What follows belongs to an exercise in optimizing a design on an open flow for small area; a production flow would make more cautious choices. At most, simulation tests tie the RTL to the original design; equivalence was not proved. Power and IR drop assume default switching activity.

## cnn_top
module cnn_top
(
    input  logic        clk,
    input  logic        reset,
    input  logic        load_req,
    input  logic [15:0] load_cmd,        
    output logic        load_ack,
    input  logic        run_req,
    output logic        run_ack,
    output logic [81:0] result           
);
    localparam logic [2:0] S_IDLE  = 3'd0;
    localparam logic [2:0] S_WAIT  = 3'd1;
    localparam logic [2:0] S_CONV  = 3'd2;
    localparam logic [2:0] S_DENSE = 3'd3;
    localparam logic [2:0] S_ACK   = 3'd4;
    logic [2:0]  state;
    logic [5:0]  phi;
    logic [3:0]  psi;
    logic [1:0]  cls;
    logic        wflag;                      
    logic [63:0][7:0] img;
    logic [8:0][7:0]  flt;
    logic [35:0][7:0] wts;
    logic [8:0][7:0]  fea;
    logic [7:0]  pend;                       
    logic signed [19:0] scores [0:3];
    logic [1:0]  win_class;
    assign result = {win_class, scores[3], scores[2], scores[1], scores[0]};
    logic psi_end;
    logic t_last;                            
    assign psi_end = (psi == 4'd8);
    assign t_last  = psi_end && cls == 2'd3 && phi == 6'd63;
    always_ff @(posedge clk or negedge reset)
    begin
        if (!reset)
        begin
            phi <= '0;
            psi <= '0;
            cls <= '0;
        end
        else
        begin
            phi <= phi + 6'd1;
            psi <= psi_end ? 4'd0 : psi + 4'd1;
            if (psi_end)
            begin
                cls <= cls + 2'd1;
            end
        end
    end
    logic [1:0] tgt;
    logic [5:0] addr;
    logic [7:0] din;
    logic [5:0] d_img;
  ...
Settings: LEC_CHECK=0, CAP_MARGIN=20, CORE_MARGIN=2, CORE_UTILIZATION=40, SLEW_MARGIN=20; clock period 10.0 ns.
standard.sh (not shown) runs the stock make flow with config.mk's settings and CLKGATE_MAP_FILE= SYNTH_SCRIPT=/design/flow/synth_recipe.tcl, a recipe that flattens the netlist after the stock synthesis.
==> flow/flow/run.sh <==
#!/bin/bash
set -euo pipefail
export BUFFER_PORTS_ARGS="-buffer_cell sky130_fd_sc_hd__buf_1"
export CTS_ARGS="-sink_clustering_enable -repair_clock_nets -dont_use_dummy_load -buf_list sky130_fd_sc_hd__clkbuf_8 -sink_clustering_size 16 -sink_clustering_max_diameter 60"
bash standard.sh > standard.log 2>&1
Change:
==> flow/flow/run.sh (replaced) <==
#!/bin/bash
# Standard layout with two changes: input/output ports are buffered with the
# smallest buffer, and clock tree synthesis uses no dummy loads.
set -euo pipefail
export BUFFER_PORTS_ARGS="-buffer_cell sky130_fd_sc_hd__buf_1"
export CTS_ARGS="-sink_clustering_enable -repair_clock_nets -dont_use_dummy_load"
bash standard.sh > standard.log 2>&1
Outcome: Non-clock buffer count does not change. Die area is unchanged. Cell count came out higher by 0.39%. Sequential power hardly moves. Total power went up by about 17%. Core utilization is higher by 1.8 points. Flip-flop and latch count does not change. Clock power went up by about 60%. Setup slack gets worse by 0.011 ns. Cell area climbs by 4.0%. Wire length increases by about 1.3%.
Change:
==> flow/flow/run.sh (replaced) <==
#!/bin/bash
set -euo pipefail
export BUFFER_PORTS_ARGS="-buffer_cell sky130_fd_sc_hd__buf_1"
export CTS_ARGS="-sink_clustering_enable -repair_clock_nets -dont_use_dummy_load -buf_list sky130_fd_sc_hd__clkbuf_8 -sink_clustering_size 20 -sink_clustering_max_diameter 80"
bash standard.sh > standard.log 2>&1
=>
- clock power falls by 41%
- core utilization fell by 2.0 points
- worst setup slack is worse by 0.0048 ns
- wire length came out lower by 1.5%
- via count is lower by 1.4%
Function was not checked in any run of this note: the RTL went through the layout flow alone.

cnn_top, a different RTL version from the one above (not shown whole).
Size: roughly 100 I/O pins.
## cnn_top
module cnn_top
(
    input  logic        clk,
    input  logic        reset,
    input  logic        load_req,
    input  logic [15:0] load_cmd,        
    output logic        load_ack,
    input  logic        run_req,
    output logic        run_ack,
    output logic [81:0] result           
);
Settings: LEC_CHECK=0, CAP_MARGIN=20, CORE_MARGIN=2, CORE_UTILIZATION=50, SLEW_MARGIN=20; clock period 10.0 ns.
==> flow/flow/run.sh <==
#!/bin/bash
set -euo pipefail
export BUFFER_PORTS_ARGS="-buffer_cell sky130_fd_sc_hd__buf_1"
export CTS_ARGS="-sink_clustering_enable -repair_clock_nets -dont_use_dummy_load -buf_list sky130_fd_sc_hd__clkbuf_8 -sink_clustering_size 18 -sink_clustering_max_diameter 60"
bash standard.sh > standard.log 2>&1
Next try:
--- a/flow/config.mk
+++ b/flow/config.mk
@@ -8,4 +8,5 @@
 export CAP_MARGIN = 20
 export CORE_MARGIN = 2
-export CORE_UTILIZATION = 50
+export CORE_UTILIZATION = 60
+export GPL_TIMING_DRIVEN = 0
 export SLEW_MARGIN = 20
The new run finished clean.
Synthesized cell count stays the same.
Total power climbs slightly.
Via count climbs slightly.
Global-route usage climbs by 3.2 points.
Setup slack got worse by 0.019 ns.
Non-clock buffer count climbs by 9.
Hold slack improved by 0.039 ns.
Synthesized area is unchanged.
Combinational power climbs by roughly a tenth.
Next try:
==> flow/flow/run.sh (replaced) <==
#!/bin/bash
set -euo pipefail
export BUFFER_PORTS_ARGS="-buffer_cell sky130_fd_sc_hd__buf_1"
export CTS_ARGS="-sink_clustering_enable -repair_clock_nets -dont_use_dummy_load -buf_list sky130_fd_sc_hd__clkbuf_8 -sink_clustering_size 20 -sink_clustering_max_diameter 40"
bash standard.sh > standard.log 2>&1
--- a/flow/config.mk
+++ b/flow/config.mk
@@ -8,5 +8,4 @@
 export CAP_MARGIN = 20
 export CORE_MARGIN = 2
-export CORE_UTILIZATION = 60
-export GPL_TIMING_DRIVEN = 0
+export CORE_UTILIZATION = 75
 export SLEW_MARGIN = 20
Effect:
- flip-flop and latch count is unchanged
- setup slack improves by 0.015 ns
- global-route usage climbs by 8.8 points
Next try:
==> flow/flow/run.sh (replaced) <==
#!/bin/bash
set -euo pipefail
export BUFFER_PORTS_ARGS="-buffer_cell sky130_fd_sc_hd__buf_1"
export CTS_ARGS="-sink_clustering_enable -repair_clock_nets -dont_use_dummy_load -buf_list sky130_fd_sc_hd__clkbuf_8 -sink_clustering_size 18 -sink_clustering_max_diameter 60"
bash standard.sh > standard.log 2>&1
--- a/flow/config.mk
+++ b/flow/config.mk
@@ -8,4 +8,4 @@
 export CAP_MARGIN = 20
 export CORE_MARGIN = 2
-export CORE_UTILIZATION = 75
+export CORE_UTILIZATION = 60
 export SLEW_MARGIN = 20
After rerunning: The new run completed without violations; die area rises by 24%; cell count went up by 5.4%; clock power is lower by about 6%; non-clock buffer count came out lower by 1; global-route usage came out lower by 8.8 points; synthesized cell count does not change; wire length shrinks by 14%; cell area barely changes; count of clock-buffer cells in the layout is lower by 9.

separate check: timing with driven ports:
How much do the figures lean on ideal ports? The routed layouts below were timed once more, with nothing changed but the port constraints.
Step 1, drivers: a clkbuf_16 drives clk and a buf_2 each remaining input, both assumed.
Step 2 moves the port delays by t, midway between the first and last clock arrival at a register: inputs arrive t later, outputs are due t later. That takes back most of the time a late clock gives input paths.
Three values: ideal, step 1, step 2; two values: the first two.
| run | t (ns) | setup WS [ns] | slew at the worst register clock pin (ns) | cell pins on the clock port's net |
|---|---|---|---|---|
| the first run of note 1 | 0.701 | 1.323 / 1.323 / 1.323 | 0.10 / 0.10 | 1 |
| the second run of note 1 | 0.655 | 1.312 / 1.312 / 1.312 | 0.07 / 0.07 | 1 |
| the third run of note 1 | 0.671 | 1.308 / 1.308 / 1.308 | 0.12 / 0.12 | 1 |
| the first run of note 2 | 0.689 | 0.436 / 0.436 / 0.436 | 0.11 / 0.11 | 1 |
| the second run of note 2 | 0.692 | 0.416 / 0.416 / 0.416 | 0.11 / 0.11 | 1 |
| the third run of note 2 | 0.680 | 0.431 / 0.431 / 0.431 | 0.12 / 0.12 | 1 |
| the fourth run of note 2 | 0.667 | 0.566 / 0.566 / 0.566 | 0.11 / 0.11 | 1 |
After both steps every run listed still meets setup and hold.
